Context: an optimization exercise on an open-source flow, tuned for small area and a short achievable clock period. The choices shown serve that exercise and are no tape-out recipe.
Where RTL was checked, it was by simulation tests only, not by an equivalence proof against the original.
Power is estimated from default activity; no workload was simulated.

== build 88 ==
==> flow/design.v (excerpt) <==
module core_trace_buf #(
  parameter int DEPTH_LOG2 = 4,
  parameter int SEQ_W      = 16
) (
  input  logic                  clk,
  input  logic                  rst,
  input  logic                  trace_en,
  input  logic                  clear,
  input  logic [31:0]           core_pc,
  input  logic [31:0]           core_inst,
  input  logic                  core_rf_we,
  input  logic [4:0]            core_rf_waddr,
  input  logic [31:0]           core_rf_wdata,
  output logic                  out_valid,
  input  logic                  out_ready,
  output logic [SEQ_W-1:0]      out_seq,
  output logic [31:0]           out_pc,
  output logic [31:0]           out_inst,
  output logic                  out_rd_we,
  output logic [4:0]            out_rd,
  output logic [31:0]           out_rd_data,
  output logic [DEPTH_LOG2:0]   count,
  output logic                  overflow,
  output logic [SEQ_W-1:0]      drop_cnt
);
  localparam int DEPTH = 1 << DEPTH_LOG2;
  localparam int NS    = DEPTH - 1;                   
  localparam int CW    = DEPTH_LOG2 + 1;
  localparam int REC_W = SEQ_W + 32 + 32 + 1 + 5 + 32;
  logic [REC_W-1:0]      r_mem [NS];
  logic [REC_W-1:0]      r_head;
  logic [NS-1:0]         r_wptr;                      
  logic [NS:0]           r_hsel;                      
  logic [CW-1:0]         r_count;
  logic                  r_valid, r_c1, r_c2, r_full;  
  logic [SEQ_W-1:0]      r_seq, r_drop;
  logic                  r_ovf;
  logic                  w_attempt, w_pop, w_push, w_drop, w_up, w_dn, w_to_mem, w_le1_n, w_hold;
  logic [REC_W-1:0]      w_rec, w_head_d;
  logic [NS:0]           w_hld;
  logic [NS-1:0]         w_wen;
  assign w_attempt = trace_en & ~clear;
  assign w_pop     = r_valid & out_ready & ~clear;
  assign w_push    = w_attempt & (~r_full | w_pop);
  assign w_drop    = w_attempt & r_full & ~w_pop;
  assign w_up      = w_push & ~w_pop;
  assign w_dn      = w_pop & ~w_push;
  assign w_to_mem  = w_push & r_valid & ~(r_c1 & out_ready);
  assign w_le1_n   = clear | ~r_valid | r_c1 & ~w_up | r_c2 & w_dn;
  ...
Size in the first run: about 3900 cells after synthesis, ~2000 flip-flops, about 250 I/O pins, roughly 70000 um2 of cells after synthesis.
Settings: LEC_CHECK=0, CAP_MARGIN=20, CORE_MARGIN=2, CORE_UTILIZATION=40, SETUP_SLACK_MARGIN=3.2, SLEW_MARGIN=20; clock period 5.5 ns.
run.sh (not shown) runs the stock make flow with config.mk's settings and CLKGATE_MAP_FILE= SYNTH_SCRIPT=/design/flow/synth_recipe.tcl, a recipe that flattens the netlist after the stock synthesis.
Looking at the reports, build 88 completed the entire flow and the layout it produced met the timing, design-rule and antenna checks.
diff inputs: build 88 => trial 25
Settings: SETUP_SLACK_MARGIN: 3.2 -> unset.
Notes after the runs:
The count of placed standard cells in the final layout, fillers left out in trial 25 sits 114 below the value recorded for build 88. [diff] clock tree skew after final layout, trial 25 relative to build 88: improvement. Comparing proportion of cell area occupied by registers for trial 25 and build 88, the smaller number came from build 88. Area occupied by registers (trial 25 vs. build 88) decreases slightly. A kind of critical path of input port to register is what trial 25 shows, while register to output pin belongs to build 88. Across both runs, total power was lower for trial 25 than for build 88.
No run of this note included a check of the RTL's function; only the layout flow was run.

========
== run 1 ==
core_trace_buf, a different RTL version from the one above (not shown whole).
Size: ~4000 cells after synthesis, about 250 I/O pins.
Settings: LEC_CHECK=0, CAP_MARGIN=20, CORE_MARGIN=2, CORE_UTILIZATION=55, CTS_CLUSTER_DIAMETER=80, CTS_CLUSTER_SIZE=28, SETUP_SLACK_MARGIN=3.0, SLEW_MARGIN=20; clock period 5.5 ns.
Setup changes, run 1 to run 2
- CTS_CLUSTER_DIAMETER: 80 -> 60
- CORE_UTILIZATION: 55 -> 68
- SETUP_SLACK_MARGIN: 3.0 -> 3.3
Run 2 vs run 1: wire length up by a little under 10%. Via count of the first global-routing pass: run 2 > run 1. Global-route track usage on met2 is higher on run 2. Result for run 1 and run 2: all clean. Delta (run 2 minus run 1): combinational share of power moved up; number of multi-input combinational cells moved up; global-route usage moved up.
> inputs changed (run 2 -> run 3)
- swapping 68 for 55 in CORE_UTILIZATION
- swapping 60 for 80 in CTS_CLUSTER_DIAMETER
- swapping 28 for 24 in CTS_CLUSTER_SIZE
- swapping 3.3 for 3.4 in SETUP_SLACK_MARGIN
Notes after the runs:
Run 3: full flow OK, the timing, design-rule and antenna checks passed
The post-synthesis to final-layout area growth of run 3 falls short of that of run 2 by 1.3 points.
Taking run 2 as the reference, in run 3 clock latency at the later pin of the worst-skew pair fell by 50 ps, final area fell by about 1.1%.
Looking at proportion of cell area occupied by registers, run 3 sits 0.81 points above run 2.
dfrtp_2 as the cell type of the slowest stage on the worst timing path was reported by run 3, and dfxtp_4 by run 2.
Looking at register-to-register slack across run 3 and run 2, the one that comes out lower is run 2.
Modified inputs, run 4 compared to run 3
- a change of SETUP_SLACK_MARGIN from 3.4 to 3.2
- a change of CTS_CLUSTER_SIZE from 24 to 28
--- outcome ---
Run 4 completed; timing, DRC and antenna clean. From run 3 to run 4, simple-gate portion of the synthesized area did not move at all. Between run 3 and run 4, the difference in arrival time reported for the critical path endpoint is negligible. Run 3 reports its critical path launch point as r_drop[5]$_DFFE_PP0P_ while run 4 reports r_drop[14]$_DFFE_PP0P_. Global router's overall resource usage delta for run 4 relative to run 3: 1.4 points lower. When the final numbers for run 3 and run 4 were put side by side, the final critical delay including setup and external delays turned out to be greater in run 3.
The following lists how run 5 was set up differently from run 4:
- changing CTS_CLUSTER_DIAMETER from 80 to 150
Findings:
Re post-route total power: run 4 was higher than run 5. Least setup slack across all paths after layout up 14 ps in run 5 wrt run 4. Between run 4 and run 5, the flow reports clock buffer instance count of the final layout increasing by a little under 10%. Final-layout non-clock buffer area share across run 4 and run 5: no real change. Changes observed in run 5 relative to run 4: global-route usage saw little to no change; growth of design area from synthesis to finish shrank by 0.71 points; clock sink count stayed essentially flat. Changes observed in run 5 relative to run 4: first-iteration DRC count was more or less identical; core occupancy in the finished layout went down by 0.40 points; first-pass GRT wire length went down by about 0.36%; routed via count went down by 250.

========
== oak ==
The RTL this note starts from:
==> flow/design.v <==
module core_trace_buf #(
  parameter int DEPTH_LOG2 = 4,
  parameter int SEQ_W      = 16
) (
  input  logic                  clk,
  input  logic                  rst,
  input  logic                  trace_en,
  input  logic                  clear,
  input  logic [31:0]           core_pc,
  input  logic [31:0]           core_inst,
  input  logic                  core_rf_we,
  input  logic [4:0]            core_rf_waddr,
  input  logic [31:0]           core_rf_wdata,
  output logic                  out_valid,
  input  logic                  out_ready,
  output logic [SEQ_W-1:0]      out_seq,
  output logic [31:0]           out_pc,
  output logic [31:0]           out_inst,
  output logic                  out_rd_we,
  output logic [4:0]            out_rd,
  output logic [31:0]           out_rd_data,
  output logic [DEPTH_LOG2:0]   count,
  output logic                  overflow,
  output logic [SEQ_W-1:0]      drop_cnt
);
  localparam int DEPTH = 1 << DEPTH_LOG2;
  localparam int NS    = DEPTH - 1;                   
  localparam int CW    = DEPTH_LOG2 + 1;
  localparam int REC_W = SEQ_W + 32 + 32 + 1 + 5 + 32;
  logic [REC_W-1:0]      r_mem [NS];
  logic [REC_W-1:0]      r_head;
  logic [NS-1:0]         r_wa, r_wb;                  
  logic [NS-1:0]         w_wptr;
  logic [NS:0]           r_hsel;                      
  logic [CW-1:0]         r_count;
  logic                  r_valid, r_c1, r_c2, r_full;  
  logic [SEQ_W-1:0]      r_seq, r_drop;
  logic                  r_ovf;
  logic [CW-1:0]         r_count_o;
  logic                  r_valid_o;
  logic [SEQ_W-1:0]      n_drop;
  logic [CW-1:0]         n_count_o;
  logic                  n_valid_o;
  logic                  w_attempt, w_pop, w_push, w_drop, w_up, w_dn, w_to_mem, w_le1_n, w_hold;
  logic [REC_W-1:0]      w_rec, w_head_d;
  logic [NS-1:0]         w_wen;
  assign w_attempt = trace_en & ~clear;
  assign w_pop     = r_valid & out_ready & ~clear;
  assign w_push    = w_attempt & (~r_full | w_pop);
  assign w_drop    = w_attempt & r_full & ~w_pop;
  assign w_up      = w_push & ~w_pop;
  assign w_dn      = w_pop & ~w_push;
  assign w_to_mem  = w_push & r_valid & ~(r_c1 & out_ready);
  assign w_le1_n   = clear | ~r_valid | r_c1 & ~w_up | r_c2 & w_dn;
  assign w_rec     = {r_seq, core_pc, core_inst, core_rf_we & (core_rf_waddr != 5'd0), core_rf_waddr, core_rf_wdata};
  assign {out_seq, out_pc, out_inst, out_rd_we, out_rd, out_rd_data} = r_head;
  assign out_valid = r_valid_o;
  assign count     = r_count_o;
  assign overflow  = r_ovf;
  assign drop_cnt  = r_drop;
  assign n_drop    = (w_drop && r_drop != '1) ? r_drop + 1'b1 : r_drop;
  assign n_count_o = w_up ? r_count_o + 1'b1 : w_dn ? r_count_o - 1'b1 : r_count_o;
  assign n_valid_o = w_up | (w_dn ? r_count_o != CW'(1) : r_valid_o);
  localparam int NT = NS + 1;                         
  localparam int NG = NT / 3;                         
  logic [REC_W-1:0] w_dat [NT];
  logic [NT-1:0]    w_sel;
  logic [REC_W-1:0] w_grp_n [NG+1];
  logic [REC_W-1:0] w_src;
  logic w_load;
  assign w_hold = r_valid & ~out_ready;
  always_comb begin
    w_dat[0] = w_rec;
    w_sel[0] = r_hsel[NS];
    for (int i = 0; i < NS; i++) begin
      w_dat[i+1] = r_mem[i];
      w_sel[i+1] = r_hsel[i];
    end
  end
  for (genvar g = 0; g < NG; g++) begin : g_grp
    for (genvar b = 0; b < REC_W; b++) begin : g_bit
      core_trace_buf_aoi3 u_aoi (
        .a1(w_sel[3*g]),   .a2(w_dat[3*g][b]),
        .b1(w_sel[3*g+1]), .b2(w_dat[3*g+1][b]),
        .c1(w_sel[3*g+2]), .c2(w_dat[3*g+2][b]),
        .y(w_grp_n[g][b])
      );
    end
  end
  always_comb begin
    w_grp_n[NG] = '1;
    for (int t = 3*NG; t < NT; t++)
      w_grp_n[NG] = w_grp_n[NG] & ~(w_sel[t] ? w_dat[t] : '0);
    w_src = '1;
    for (int g = 0; g <= NG; g++) w_src = w_src & w_grp_n[g];
    w_src = ~w_src;
  end
  assign w_load = ~r_valid | out_ready;
  for (genvar b = 0; b < REC_W; b++) begin : g_head
    core_trace_buf_ao22 u_mux (.a1(w_hold), .a2(r_head[b]), .b1(w_load), .b2(w_src[b]), .y(w_head_d[b]));
  end
  always_comb
    for (int i = 0; i < NS; i++)
      w_wen[i] = r_wa[i] | r_wb[i] & out_ready;
  always_ff @(posedge clk)
    for (int i = 0; i < NS; i++)
      if (w_wen[i]) r_mem[i] <= w_rec;
  always_ff @(posedge clk)
    r_head <= w_head_d;
  assign w_wptr = r_wa | r_wb;
  logic [NS-1:0]  n_wptr;
  logic [NS:0]    n_hsel;
  logic [CW-1:0]  n_count;
  logic           n_valid, n_c1, n_c2, n_full;
  logic [CW-1:0]  w_count_inc, w_count_dec;
  assign w_count_inc = r_count + 1'b1;
  assign w_count_dec = r_count - 1'b1;
  always_comb begin
    n_wptr  = w_wptr;
    n_hsel  = r_hsel;
    n_valid = r_valid;
    n_c1    = r_c1;
    n_c2    = r_c2;
    n_full  = r_full;
    if (w_to_mem) n_wptr = {w_wptr[NS-2:0], w_wptr[NS-1]};
    if (w_le1_n)
      n_hsel = (NS+1)'(1) << NS;
    else if (w_pop)
      n_hsel = {1'b0, r_hsel[NS-2:0], r_hsel[NS-1]};
    else if (r_c1)
      n_hsel = {1'b0, w_wptr};
    n_count = {CW{w_up}} & w_count_inc | {CW{w_dn}} & w_count_dec | {CW{~w_up & ~w_dn}} & r_count;
    if (w_up) begin
      n_valid = 1'b1;
      n_c1    = ~r_valid;
      n_c2    = r_c1;
      n_full  = r_count == CW'(DEPTH - 1);
    end else if (w_dn) begin
      n_valid = ~r_c1;
      n_c1    = r_c2;
      n_c2    = r_count == CW'(3);
      n_full  = 1'b0;
    end
  end
  always_ff @(posedge clk or posedge rst)
    if (rst) begin
      r_wa    <= NS'(1);
      r_wb    <= '0;
      r_hsel  <= (NS+1)'(1) << NS;
      r_count <= '0;
      r_valid <= 1'b0;
      r_count_o <= '0;
      r_valid_o <= 1'b0;
      r_c1    <= 1'b0;
      r_c2    <= 1'b0;
      r_full  <= 1'b0;
      r_seq   <= '0;
      r_drop  <= '0;
      r_ovf   <= 1'b0;
    end else if (clear) begin
      r_wa    <= NS'(1);
      r_wb    <= '0;
      r_hsel  <= (NS+1)'(1) << NS;
      r_count <= '0;
      r_valid <= 1'b0;
      r_count_o <= '0;
      r_valid_o <= 1'b0;
      r_c1    <= 1'b0;
      r_c2    <= 1'b0;
      r_full  <= 1'b0;
      r_seq   <= '0;
      r_drop  <= '0;
      r_ovf   <= 1'b0;
    end else begin
      r_wa    <= n_full ? '0 : n_wptr;
      r_wb    <= n_full ? n_wptr : '0;
      r_hsel  <= n_hsel;
      r_count <= n_count;
      r_valid <= n_valid;
      r_count_o <= n_count_o;
      r_valid_o <= n_valid_o;
      r_c1    <= n_c1;
      r_c2    <= n_c2;
      r_full  <= n_full;
      r_seq   <= w_attempt ? r_seq + 1'b1 : r_seq;
      r_drop  <= n_drop;
      r_ovf   <= r_ovf | w_drop;
    end
endmodule
module core_trace_buf_aoi3 (
  input  logic a1, a2, b1, b2, c1, c2,
  output logic y
);
  assign y = ~(a1 & a2 | b1 & b2 | c1 & c2);
endmodule
module core_trace_buf_ao22 (
  input  logic a1, a2, b1, b2,
  output logic y
);
  assign y = a1 & a2 | b1 & b2;
endmodule
Settings: LEC_CHECK=0, CAP_MARGIN=20, CORE_MARGIN=2, CORE_UTILIZATION=50, CTS_CLUSTER_DIAMETER=150, CTS_CLUSTER_SIZE=28, PLACE_DENSITY=0.72, SETUP_SLACK_MARGIN=3.2, SLEW_MARGIN=20, SYNTH_HIERARCHICAL=1, SYNTH_MINIMUM_KEEP_SIZE=0; clock period 5.5 ns.
No stage failed in oak, and the final checks on the layout all came back clean.
Changes in pine relative to oak:
diff --git a/flow/config.mk b/flow/config.mk
--- a/flow/config.mk
+++ b/flow/config.mk
@@ -13 +12,0 @@
-export PLACE_DENSITY = 0.72
==> comparison <==
The lower maximum number of pins on one net before global-route repair came out of pine. Total of cells resized after clock tree synthesis shrinks slightly when moving from oak to pine. Final-stage net count grows slightly when moving from oak to pine. Wire: pine routes more than oak. Diff oak -> pine: final instance area has remained practically unchanged; post-layout minimum cycle time shrank by 0.019 ns. Diff oak..pine | number of synthesized flops with an enable pin | unchanged. From oak to pine the numbers moved as follows: internal power of the cells shows a reduction of 0.65%; total routing resource utilization after global routing moved up; part of the total power dissipated in the clock network neither gained nor lost much.
No run of this note included a check of the RTL's function; only the layout flow was run.

port drivers added, routing unchanged:
In the flow no input, the clock included, has a driving cell. The finished layouts below were timed again as built, in two steps.
Step 1, drivers: a clkbuf_16 drives clk and a buf_2 each remaining input, both assumed.
Step 2 moves the port delays by t, midway between the first and last clock arrival at a register: inputs arrive t later, outputs are due t later. That takes back most of the time a late clock gives input paths.
Slacks: ideal / step 1 / step 2; pairs: ideal / step 1.
| run | t (ns) | setup slack, ns | hold slack, ns | worst slew at a driven data input, ns |
|---|---|---|---|---|
| build 88 | 0.912 | 2.999 / 2.912 / 2.296 | 0.441 / 0.441 / 0.441 | 0.17 |
| trial 25 | 0.909 | 2.062 / 2.102 / 1.193 | 0.449 / 0.449 / 0.449 | 0.15 |
| run 1 | 0.770 | 3.030 / 2.956 / 2.308 | 0.489 / 0.489 / 0.489 | 0.12 |
| run 2 | 0.845 | 3.063 / 2.981 / 2.385 | 0.495 / 0.495 / 0.495 | 0.20 |
| run 3 | 0.796 | 3.089 / 3.004 / 2.430 | 0.496 / 0.496 / 0.496 | 0.17 |
| run 4 | 0.794 | 3.102 / 3.020 / 2.439 | 0.497 / 0.497 / 0.497 | 0.12 |
| run 5 | 0.777 | 3.116 / 3.040 / 2.424 | 0.490 / 0.490 / 0.490 | 0.11 |
| oak | 0.798 | 3.057 / 2.986 / 2.288 | 0.485 / 0.485 / 0.485 | 0.16 |
| pine | 0.819 | 3.076 / 2.990 / 2.320 | 0.491 / 0.491 / 0.491 | 0.27 |
After both steps setup and hold are still met in every run listed. The setup slack of trial 25, which loses most, moves by +0.040 ns with the drivers and by -0.869 ns with both steps.
